This design comes from an exercise in tuning for small area, a short achievable clock period and few clock cycles per item on the open sky130 flow, not from production work.
In this exercise RTL edits were held to simulation tests only and were not proved equivalent to the original.
Power figures rest on the tool's default switching activity, not on a simulated workload.

==> flow/design.v (outline; a module is shown in full before it is edited, if it fits) <==
// module wide_add_sequencer: 1466 lines
// module wa_inc: 12 lines
module wide_add_sequencer (
   input  logic         clk,
   input  logic         rst,
   input  logic         in_valid,
   output logic         in_ready,
   input  logic [255:0] in_a,
   input  logic [255:0] in_b,
   input  logic         in_sub,
   output logic         out_valid,
   input  logic         out_ready,
   output logic [255:0] out_sum,
   output logic         out_carry
);
  // ...
==> flow/flow/run.sh <==
#!/bin/bash
# The standard layout, with each port buffered by a plain buf_1 instead of the
# delay cell buffer_ports picks by default.
set -euo pipefail
export BUFFER_PORTS_ARGS="-buffer_cell sky130_fd_sc_hd__buf_1"
bash standard.sh finish > make_finish.log 2>&1
==> flow/standard.sh <==
#!/bin/bash
# synth_recipe.tcl (not shown) runs the flow's synth.tcl, then flattens the netlist and writes it again
# the make line also repeats each setting of config.mk as NAME=value (left out here)
make -C /OpenROAD-flow-scripts/flow DESIGN_CONFIG=/design/flow/config.mk WORK_HOME=/design/flow/orfs CLKGATE_MAP_FILE= SYNTH_SCRIPT=/design/flow/synth_recipe.tcl "${@:-finish}"
==> flow/config.mk <==
export PLATFORM = sky130hd
export DESIGN_NAME = wide_add_sequencer
export DESIGN_NICKNAME = wide_add_sequencer
export VERILOG_FILES = /design/flow/design.v
export SDC_FILE = /design/flow/constraint.sdc
export NUM_CORES = 4
export LEC_CHECK = 0
export CAP_MARGIN = 20
export CORE_MARGIN = 2
export CORE_UTILIZATION = 55
export CTS_CLUSTER_DIAMETER = 80
export CTS_CLUSTER_SIZE = 30
export GPL_TIMING_DRIVEN = 0
export SETUP_SLACK_MARGIN = 1.0
export SLEW_MARGIN = 20
export SYNTH_HIERARCHICAL = 1
==> flow/constraint.sdc <==
create_clock -name core_clock -period 4.5 [get_ports {clk}]
set_input_delay 0.9000 -clock core_clock [delete_from_list [all_inputs] [get_ports {clk}]]
set_output_delay 0.9000 -clock core_clock [all_outputs]
set_load 0.01 [all_outputs]
==> metrics.yaml, run 1 <==
status:
  status: "finished clean"
sta:
  grt_setup_unrepaired: "true"
  timing.final.crit_share: 0.761
  skew_ns: 0.0119
  final_max_slew_viol_count: 0
setup_path:
  crit_family: "simple AND/OR/NAND/NOR gates"
  crit_end: "out_sum[205]"
  end_kind: "output pin"
  crit_chain: "clkbuf_4, a21o_1, nand4_4, nor4_1, xor2_1, buf_1"
route:
  wl_met3_um: 8000
  wl_met1_um: 33900
  via_per_inst: 5.75
  met2_length_um: 45300
  postRouteAntennaNets: 0
synth:
  synth_top_family_by_area: "XOR/XNOR gates"
  ys_top_cells_by_count: "xor2_1, edfxtp_1, ha_1"
  synth_xor_area_frac: 0.208
  synth_edf_count: 280
cells_and_area:
  seq_cell_count: 281
  drive_gt1_frac: 0.0645
  dominant_cells: "multi-input combinational cells"
  nNonClkInverters: 215
  largest_reg_flops: 256
  multi_input_area_sq_um: 17200
  seq_area_sq_um: 8430
cts:
  cts_resized: 14
floorplan:
  start_util: 0.556
  n_tap_cell: 615
  die_w_um: 223
global_routing:
  grt_start_max_net_pins: 56
  grtUsageTotal: 0.360
power:
  seq_power_share: 0.398
  clockPowerShare: 0.172
  p_leak_nw: 12.6
  p_int_mw: 6.60
Testbench counts, summed over its fixed seeds: cycles 2,408, items 2,400.
==> run 2: changes to the inputs <==
--- a/flow/design.v
+++ b/flow/design.v
@@ -1335,139 +1335,129 @@
    assign s_loc[251] = p[251] ^ Gb15_l3_10;
    assign s_loc[252] = p[252] ^ Gb15_l3_11;
    assign s_loc[253] = p[253] ^ Gb15_l3_12;
    assign s_loc[254] = p[254] ^ Gb15_l3_13;
    assign s_loc[255] = p[255] ^ Gb15_l3_14;
    assign bg[15] = Gb15_l3_15;
    assign bp[15] = Pb15_l3_15;
    logic [15:0] gin, pin;     
-   logic [1:0] sg, sp;       
+   logic [3:0] sg, sp;       
    wire Gs0_l0_1 = bg[1] | (bp[1] & bg[0]);
    wire Ps0_l0_1 = bp[1] & bp[0];
    wire Gs0_l0_3 = bg[3] | (bp[3] & bg[2]);
    wire Ps0_l0_3 = bp[3] & bp[2];
-   wire Gs0_l0_5 = bg[5] | (bp[5] & bg[4]);
-   wire Ps0_l0_5 = bp[5] & bp[4];
-   wire Gs0_l0_7 = bg[7] | (bp[7] & bg[6]);
-   wire Ps0_l0_7 = bp[7] & bp[6];
    wire Gs0_l1_2 = bg[2] | (bp[2] & Gs0_l0_1);
    wire Ps0_l1_2 = bp[2] & Ps0_l0_1;
    wire Gs0_l1_3 = Gs0_l0_3 | (Ps0_l0_3 & Gs0_l0_1);
    wire Ps0_l1_3 = Ps0_l0_3 & Ps0_l0_1;
-   wire Gs0_l1_6 = bg[6] | (bp[6] & Gs0_l0_5);
-   wire Ps0_l1_6 = bp[6] & Ps0_l0_5;
-   wire Gs0_l1_7 = Gs0_l0_7 | (Ps0_l0_7 & Gs0_l0_5);
-   wire Ps0_l1_7 = Ps0_l0_7 & Ps0_l0_5;
-   wire Gs0_l2_4 = bg[4] | (bp[4] & Gs0_l1_3);
-   wire Ps0_l2_4 = bp[4] & Ps0_l1_3;
-   wire Gs0_l2_5 = Gs0_l0_5 | (Ps0_l0_5 & Gs0_l1_3);
-   wire Ps0_l2_5 = Ps0_l0_5 & Ps0_l1_3;
-   wire Gs0_l2_6 = Gs0_l1_6 | (Ps0_l1_6 & Gs0_l1_3);
-   wire Ps0_l2_6 = Ps0_l1_6 & Ps0_l1_3;
-   wire Gs0_l2_7 = Gs0_l1_7 | (Ps0_l1_7 & Gs0_l1_3);
-   wire Ps0_l2_7 = Ps0_l1_7 & Ps0_l1_3;
    assign gin[0] = 1'b0;
    assign pin[0] = 1'b1;
    assign gin[1] = bg[0];
    assign pin[1] = bp[0];
    assign gin[2] = Gs0_l0_1;
    assign pin[2] = Ps0_l0_1;
    assign gin[3] = Gs0_l1_2;
    assign pin[3] = Ps0_l1_2;
-   assign gin[4] = Gs0_l1_3;
-   assign pin[4] = Ps0_l1_3;
-   assign gin[5] = Gs0_l2_4;
-   assign pin[5] = Ps0_l2_4;
-   assign gin[6] = Gs0_l2_5;
-   assign pin[6] = Ps0_l2_5;
-   assign gin[7] = Gs0_l2_6;
-   assign pin[7] = Ps0_l2_6;
-   assign sg[0] = Gs0_l2_7;
-   assign sp[0] = Ps0_l2_7;
-   wire Gs1_l0_1 = bg[9] | (bp[9] & bg[8]);
-   wire Ps1_l0_1 = bp[9] & bp[8];
-   wire Gs1_l0_3 = bg[11] | (bp[11] & bg[10]);
-   wire Ps1_l0_3 = bp[11] & bp[10];
-   wire Gs1_l0_5 = bg[13] | (bp[13] & bg[12]);
-   wire Ps1_l0_5 = bp[13] & bp[12];
-   wire Gs1_l0_7 = bg[15] | (bp[15] & bg[14]);
-   wire Ps1_l0_7 = bp[15] & bp[14];
-   wire Gs1_l1_2 = bg[10] | (bp[10] & Gs1_l0_1);
-   wire Ps1_l1_2 = bp[10] & Ps1_l0_1;
+   assign sg[0] = Gs0_l1_3;
+   assign sp[0] = Ps0_l1_3;
+   wire Gs1_l0_1 = bg[5] | (bp[5] & bg[4]);
+   wire Ps1_l0_1 = bp[5] & bp[4];
+   wire Gs1_l0_3 = bg[7] | (bp[7] & bg[6]);
+   wire Ps1_l0_3 = bp[7] & bp[6];
+   wire Gs1_l1_2 = bg[6] | (bp[6] & Gs1_l0_1);
+   wire Ps1_l1_2 = bp[6] & Ps1_l0_1;
    wire Gs1_l1_3 = Gs1_l0_3 | (Ps1_l0_3 & Gs1_l0_1);
    wire Ps1_l1_3 = Ps1_l0_3 & Ps1_l0_1;
-   wire Gs1_l1_6 = bg[14] | (bp[14] & Gs1_l0_5);
-   wire Ps1_l1_6 = bp[14] & Ps1_l0_5;
-   wire Gs1_l1_7 = Gs1_l0_7 | (Ps1_l0_7 & Gs1_l0_5);
-   wire Ps1_l1_7 = Ps1_l0_7 & Ps1_l0_5;
-   wire Gs1_l2_4 = bg[12] | (bp[12] & Gs1_l1_3);
-   wire Ps1_l2_4 = bp[12] & Ps1_l1_3;
-   wire Gs1_l2_5 = Gs1_l0_5 | (Ps1_l0_5 & Gs1_l1_3);
-   wire Ps1_l2_5 = Ps1_l0_5 & Ps1_l1_3;
-   wire Gs1_l2_6 = Gs1_l1_6 | (Ps1_l1_6 & Gs1_l1_3);
-   wire Ps1_l2_6 = Ps1_l1_6 & Ps1_l1_3;
-   wire Gs1_l2_7 = Gs1_l1_7 | (Ps1_l1_7 & Gs1_l1_3);
-   wire Ps1_l2_7 = Ps1_l1_7 & Ps1_l1_3;
+   assign gin[4] = 1'b0;
+   assign pin[4] = 1'b1;
+   assign gin[5] = bg[4];
+   assign pin[5] = bp[4];
+   assign gin[6] = Gs1_l0_1;
+   assign pin[6] = Ps1_l0_1;
+   assign gin[7] = Gs1_l1_2;
+   assign pin[7] = Ps1_l1_2;
+   assign sg[1] = Gs1_l1_3;
+   assign sp[1] = Ps1_l1_3;
+   wire Gs2_l0_1 = bg[9] | (bp[9] & bg[8]);
+   wire Ps2_l0_1 = bp[9] & bp[8];
+   wire Gs2_l0_3 = bg[11] | (bp[11] & bg[10]);
+   wire Ps2_l0_3 = bp[11] & bp[10];
+   wire Gs2_l1_2 = bg[10] | (bp[10] & Gs2_l0_1);
+   wire Ps2_l1_2 = bp[10] & Ps2_l0_1;
+   wire Gs2_l1_3 = Gs2_l0_3 | (Ps2_l0_3 & Gs2_l0_1);
+   wire Ps2_l1_3 = Ps2_l0_3 & Ps2_l0_1;
    assign gin[8] = 1'b0;
    assign pin[8] = 1'b1;
    assign gin[9] = bg[8];
    assign pin[9] = bp[8];
-   assign gin[10] = Gs1_l0_1;
-   assign pin[10] = Ps1_l0_1;
-   assign gin[11] = Gs1_l1_2;
-   assign pin[11] = Ps1_l1_2;
-   assign gin[12] = Gs1_l1_3;
-   assign pin[12] = Ps1_l1_3;
-   assign gin[13] = Gs1_l2_4;
-   assign pin[13] = Ps1_l2_4;
-   assign gin[14] = Gs1_l2_5;
-   assign pin[14] = Ps1_l2_5;
-   assign gin[15] = Gs1_l2_6;
-   assign pin[15] = Ps1_l2_6;
-   assign sg[1] = Gs1_l2_7;
-   assign sp[1] = Ps1_l2_7;
+   assign gin[10] = Gs2_l0_1;
+   assign pin[10] = Ps2_l0_1;
+   assign gin[11] = Gs2_l1_2;
+   assign pin[11] = Ps2_l1_2;
+   assign sg[2] = Gs2_l1_3;
+   assign sp[2] = Ps2_l1_3;
+   wire Gs3_l0_1 = bg[13] | (bp[13] & bg[12]);
+   wire Ps3_l0_1 = bp[13] & bp[12];
+   wire Gs3_l0_3 = bg[15] | (bp[15] & bg[14]);
+   wire Ps3_l0_3 = bp[15] & bp[14];
+   wire Gs3_l1_2 = bg[14] | (bp[14] & Gs3_l0_1);
+   wire Ps3_l1_2 = bp[14] & Ps3_l0_1;
+   wire Gs3_l1_3 = Gs3_l0_3 | (Ps3_l0_3 & Gs3_l0_1);
+   wire Ps3_l1_3 = Ps3_l0_3 & Ps3_l0_1;
+   assign gin[12] = 1'b0;
+   assign pin[12] = 1'b1;
+   assign gin[13] = bg[12];
+   assign pin[13] = bp[12];
+   assign gin[14] = Gs3_l0_1;
+   assign pin[14] = Ps3_l0_1;
+   assign gin[15] = Gs3_l1_2;
+   assign pin[15] = Ps3_l1_2;
+   assign sg[3] = Gs3_l1_3;
+   assign sp[3] = Ps3_l1_3;
    logic [255:0] s_r;
    logic [15:0] gin_r, pin_r;
-   logic [1:0] sg_r, sp_r;
+   logic [3:0] sg_r, sp_r;
    always_ff @(posedge clk) begin
       if (in_ready) begin
          s_r   <= s_loc;
          gin_r <= gin;
          pin_r <= pin;
          sg_r  <= sg;
          sp_r  <= sp;
       end
    end
-   logic [2:0] cs;           
+   logic [4:0] cs;           
    assign cs[0] = 1'b0;
    assign cs[1] = sg_r[0] | (sp_r[0] & cs[0]);
    assign cs[2] = sg_r[1] | (sp_r[1] & cs[1]);
+   assign cs[3] = sg_r[2] | (sp_r[2] & cs[2]);
+   assign cs[4] = sg_r[3] | (sp_r[3] & cs[3]);
    logic [15:0] cb;           
    assign cb[0] = gin_r[0] | (pin_r[0] & cs[0]);
    assign cb[1] = gin_r[1] | (pin_r[1] & cs[0]);
    assign cb[2] = gin_r[2] | (pin_r[2] & cs[0]);
    assign cb[3] = gin_r[3] | (pin_r[3] & cs[0]);
-   assign cb[4] = gin_r[4] | (pin_r[4] & cs[0]);
-   assign cb[5] = gin_r[5] | (pin_r[5] & cs[0]);
-   assign cb[6] = gin_r[6] | (pin_r[6] & cs[0]);
-   assign cb[7] = gin_r[7] | (pin_r[7] & cs[0]);
-   assign cb[8] = gin_r[8] | (pin_r[8] & cs[1]);
-   assign cb[9] = gin_r[9] | (pin_r[9] & cs[1]);
-   assign cb[10] = gin_r[10] | (pin_r[10] & cs[1]);
-   assign cb[11] = gin_r[11] | (pin_r[11] & cs[1]);
-   assign cb[12] = gin_r[12] | (pin_r[12] & cs[1]);
-   assign cb[13] = gin_r[13] | (pin_r[13] & cs[1]);
-   assign cb[14] = gin_r[14] | (pin_r[14] & cs[1]);
-   assign cb[15] = gin_r[15] | (pin_r[15] & cs[1]);
+   assign cb[4] = gin_r[4] | (pin_r[4] & cs[1]);
+   assign cb[5] = gin_r[5] | (pin_r[5] & cs[1]);
+   assign cb[6] = gin_r[6] | (pin_r[6] & cs[1]);
+   assign cb[7] = gin_r[7] | (pin_r[7] & cs[1]);
+   assign cb[8] = gin_r[8] | (pin_r[8] & cs[2]);
+   assign cb[9] = gin_r[9] | (pin_r[9] & cs[2]);
+   assign cb[10] = gin_r[10] | (pin_r[10] & cs[2]);
+   assign cb[11] = gin_r[11] | (pin_r[11] & cs[2]);
+   assign cb[12] = gin_r[12] | (pin_r[12] & cs[3]);
+   assign cb[13] = gin_r[13] | (pin_r[13] & cs[3]);
+   assign cb[14] = gin_r[14] | (pin_r[14] & cs[3]);
+   assign cb[15] = gin_r[15] | (pin_r[15] & cs[3]);
    assign out_sum[15:0] = s_r[15:0];
    for (genvar j = 1; j < 16; j++) begin : g_inc
       wa_inc u_inc (.s(s_r[j*16 +: 16]), .c(cb[j]), .y(out_sum[j*16 +: 16]));
    end
-   assign out_carry = cs[2];
+   assign out_carry = cs[4];
 endmodule
 module wa_inc (
    input  logic [15:0] s,
    input  logic        c,
    output logic [15:0] y
 );
    logic [15:0] t;    
    assign t[0] = c;
==> metrics.yaml, run 2 <==
cells_and_area:
  largest_reg_flops: 256  # unchanged
  drive_gt1_frac: 0.0600  # was 0.0645
  syn2layout_area_growth_pct: 19.8  # about the same
  mostFrequentLayoutCell: "buf_1"  # unchanged
  regMostFlops: "s_r"  # unchanged
  reg_top3: "s_r: 256 flops, gin_r: 12 flops, pin_r: 9 flops"  # was s_r: 256 flops, gin_r: 14 flops, pin_r: 7 flops
  nets: 4198  # was 4249
  most-common-layout-cells: "buf_1, xor2_1, edfxtp_1"  # unchanged
  final_area_sq_um: 31500  # was 31700 sq um
cts:
  clock_tree.htree_level_count: 1  # unchanged
  cts_buffers: 23  # was 19
  cts_buffer_depth: 3  # unchanged
  clock_sinks: 285  # was 281
  path_clk_slew_ns: 0.09  # about the same
  cts_root_buf: "clkbuf_16"  # unchanged
  clk_latency_ns: 0.57  # was 0.54 ns
  cts.hold.buffers_added: 0  # unchanged
  cts_tree: "done"  # unchanged
global_routing:
  grtUsageTotal: 0.358  # was 0.360
  grt_pass1_vias: 22400  # was 22.7k
  antenna_found_initial: 42  # was 45
  grt-ovfl-total: 0  # unchanged
  grt_start_max_net_pins: 55  # was 56
  grt_pass1_wl_um: 133000  # was 134000 um
power:
  ir_worst_vdd_mv: 0.295  # was 0.238 mV
  p_leak_nw: 12.7  # was 12.6 nW
  total_power_mw: 11.5  # was 11.2 mW
  p_per_area_nw_per_um2: 367  # was 355 nW/um^2
synth:
  ys_seq_elements: 285  # was 281
  ys_types: 67  # was 71
  syn-mean-instance-area_sq_um: 10.4  # was 10.2 sq um
  ys_seq_area_frac: 0.325  # was 0.319
  ys_top_cells_by_count: "xor2_1, edfxtp_1, ha_1"  # unchanged
  async_reset_ff_frac: 0.00351  # was 0.00356
  synth_area_sq_um: 26300  # was 26400 sq um
  yosys-top-cells-area: "edfxtp_1, xor2_1, ha_1"  # unchanged
  syn_inst: 2537  # was 2583
  yosysMostFrequentCell: "xor2_1"  # unchanged
  synth_edf_count: 284  # was 280
  yosys.area.top_type_share: 0.325  # was 0.318
  synthFlopType: "edfxtp_1"  # unchanged
  synth_top_cell_by_area: "edfxtp_1"  # unchanged
  synth_warnings: 7  # unchanged
  syn_nets: 3387  # was 3433
setup_path:
  end_kind: "flip-flop"  # was output pin
  path_class: "in -> reg"  # was reg -> out
  cp.arrival_ns: 3.71  # was 2.53 ns
  r2r_setup_slack_ns: 2.17  # was 2.33 ns
  cp_common_cell: "clkbuf_8"
  r2r_cells: 4  # unchanged
  cp_slowest_cell: "a2111oi_4"  # was nor4_1
  crit_path_start_kind: "input pin"  # was flip-flop
  timing.rr.start: "out_valid_r"  # unchanged
  cp.required_ns: 4.80  # was 3.60 ns
  critPathMaxStageDelay_ns: 0.40  # was 0.39 ns
  crit_chain: "clkbuf_8, clkbuf_8, buf_4, xor2_1, ha_1, a21oi_4, a21oi_2, a2111oi_4, o21ai_2, a211o_1, a221oi_4, o21ai_1"  # was clkbuf_4, a21o_1, nand4_4, nor4_1, xor2_1, buf_1
  r2r_end: "pin_r[11]"  # was s_r[164]
  cp_max_fo: 10  # was 8
status:
  status: "finished clean"  # unchanged
route:
  postRouteAntennaNets: 0  # unchanged
  drt-pass1-iter-count: 6  # unchanged
  via_per_inst: 5.77  # was 5.75
  drtIter0Drc: 1414  # was 1625
  vias: 23100  # was 23.4k
  wl_um: 92200  # was 93100 um
  wl_per_cell_um: 23.0  # was 22.9 um
  drcViolationCount: 0  # unchanged
sta:
  max_freq_mhz: 293  # was 292 MHz
  worst_slew_pin_slew_ns: 0.745  # was 0.866 ns
  min_period_ns: 3.41  # was 3.43 ns
  final_max_slew_viol_count: 0  # unchanged
  worst_hold_slack_ns: 0.180  # was 0.163 ns
  grt_setup_unrepaired: "true"  # unchanged
  hold_violations: 0  # unchanged
  skew_ns: 0.0176  # was 0.0119 ns
  fin_setup_tns_ns: 0  # unchanged
  finalSetupViolations: 0  # unchanged
  timing.final.crit_share: 0.758  # was 0.761
  max_slew_margin: 0.503  # was 0.417
floorplan:
  rows: 80  # unchanged
  start_util: 0.554  # was 0.556
  ios: 776  # unchanged
  die_y_um: 223  # about the same
  die_w_um: 223  # about the same
  fp.dieArea_sq_um: 49500  # was 49800 sq um
  core_area_sq_um: 47400  # was 47500 sq um
placed_design:
  portBuffers: 774  # unchanged
  postPlaceCellArea_sq_um: 30200  # was 30500 sq um
  place_congestion: 0.967  # was 0.986
  dp_hpwl_um: 77800  # was 78600 um
hold_path:
  hold_path.class: "in -> async"  # unchanged
run:
  maxCapViolCount: 0  # unchanged
run 2: cell count changes in the layout (fill, tap and decap cells not counted), moves of 10 or more:
cell	previous run	this run
buf_1	774	763
nor2b_1	36	25
nor3_1	49	34
o21a_1	28	10
buf_2	1	12
inv_1	214	232
nor4_1	76	62
nand3b_1	2	12
xor2_1	411	424
diode_2	46	32
a211oi_1	11	21
run 2: area by class of cell:
class,instances,area [sq um]
inverter,232,871
fill,3926,16000
multi-input combinational,1975,16900
timing repair buffer,786,3110
buffer,45,404
clock inverter,17,245
tap,615,769
clock buffer,24,579
sequential,285,8550
antenna,32,80.1
run 2: cell families (layout without fill, tap and decap cells):
kind of cell,Yosys count,count (layout),synth area share
and+or+nand+nor,663,663,0.156
xor gates and xnor gates,628,628,0.209
AOI/OAI and AO/OA,348,348,0.0892
adders and majority gates,333,333,0.177
DFF,285,285,0.325
buffers and inverters,277,1104,0.0419
muxes,3,3,0.00114
other,0,32,0
run 2: worst max-delay path by stage:
| stage | start | end | slack [ns] | cells past startpoint |
|---|---|---|---|---|
| 6_report | in_sub | gin_r[15] | 1.09 | 12 |
| 5_1_grt | sg_r[0] | out_sum[206] | 0.97 | 7 |
| 4_1_cts | sg_r[0] | out_sum[235] | 0.98 | 7 |
| 3_5_place_dp | in_sub | sg_r[1] | -0.001 | 12 |
| 3_3_place_gp | out_ready | in_ready | -0.41 | 3 |
| 2_1_floorplan | out_ready | in_ready | 0.69 | 1 |
run 2: worst max-delay path, delay by kind of cell:
family          cells  cell delay, ns
fa+ha+maj           1            0.32
xor+xnor            1            0.19
buf+inv             3            0.59
compound gates      7            1.69
run 2: repair_timing:
item | 4_1_cts | 5_1_grt
buffers inserted | 1 | 6
pin swaps | 0 | 4
endpoints found under the hold margin | 0 | 0
gates resized for setup | 35 | 50
endpoints found under the setup margin | 138 | 51
run 2: power by group:
group	switching (mW)	internal, mW
Sequential	0.745	3.78
Combinational	2.85	1.91
Clock	1.21	1.05
run 2: per-module statistics from Yosys (local to each module, per instance):
module	flip-flops and latches	cells	cell area, sq um	times used
wide_add_sequencer	285	1937	21600	1
wa_inc	0	40	312	15
run 2: metal layers:
metal | up-vias | track usage | share of wire
li1 | 10800 | - | -
met1 | 11100 | 0.418 | 0.38
met2 | 966 | 0.624 | 0.49
met3 | 238 | 0.0830 | 0.079
met4 | 28 | 0.164 | 0.047
met5 | - | 0 | 0.0022
run 2: stage by stage:
stage | utilization | std cells | setup WS (ns)
floorplan | - | 2537 | 0.693
global placement | 0.634 | 3926 | -0.411
detailed placement | 0.636 | 3931 | -0.00109
CTS | 0.657 | 3973 | 0.979
global route | 0.663 | 4002 | 0.965
finish | 0.663 | 4011 | 1.09
Testbench counts of run 2, summed over its fixed seeds: cycles 2,408, items 2,400.

-- port drivers added, routing unchanged --
The flow's constraints put no driver on any port. The routed layouts listed below were extracted and timed again, unchanged, in two steps.
Step 1 assumes that a clkbuf_16 drives the clock port and a buf_2 every other input.
Step 2 also shifts input and output timing later by t, the mid clock arrival at the registers, as if the neighbouring blocks saw the same clock.
a / b / c = ideal / step 1 / step 2; a / b = the first two.
| run | t (ns) | setup slack, ns | hold WS [ns] | worst register clock-pin slew, ns | cell pins on the clock port's net |
|---|---|---|---|---|---|
| run 1 | 0.591 | 1.073 / 0.990 / 0.399 | 0.163 / 0.165 / 0.756 | 0.10 / 0.10 | 1 |
| run 2 | 0.621 | 1.088 / 0.943 / 0.322 | 0.180 / 0.139 / 0.760 | 0.10 / 0.10 | 1 |
After both steps setup and hold are still met in every run listed. For run 2, which loses most, drivers alone change the setup slack by -0.145 ns; drivers and shift together by -0.766 ns.
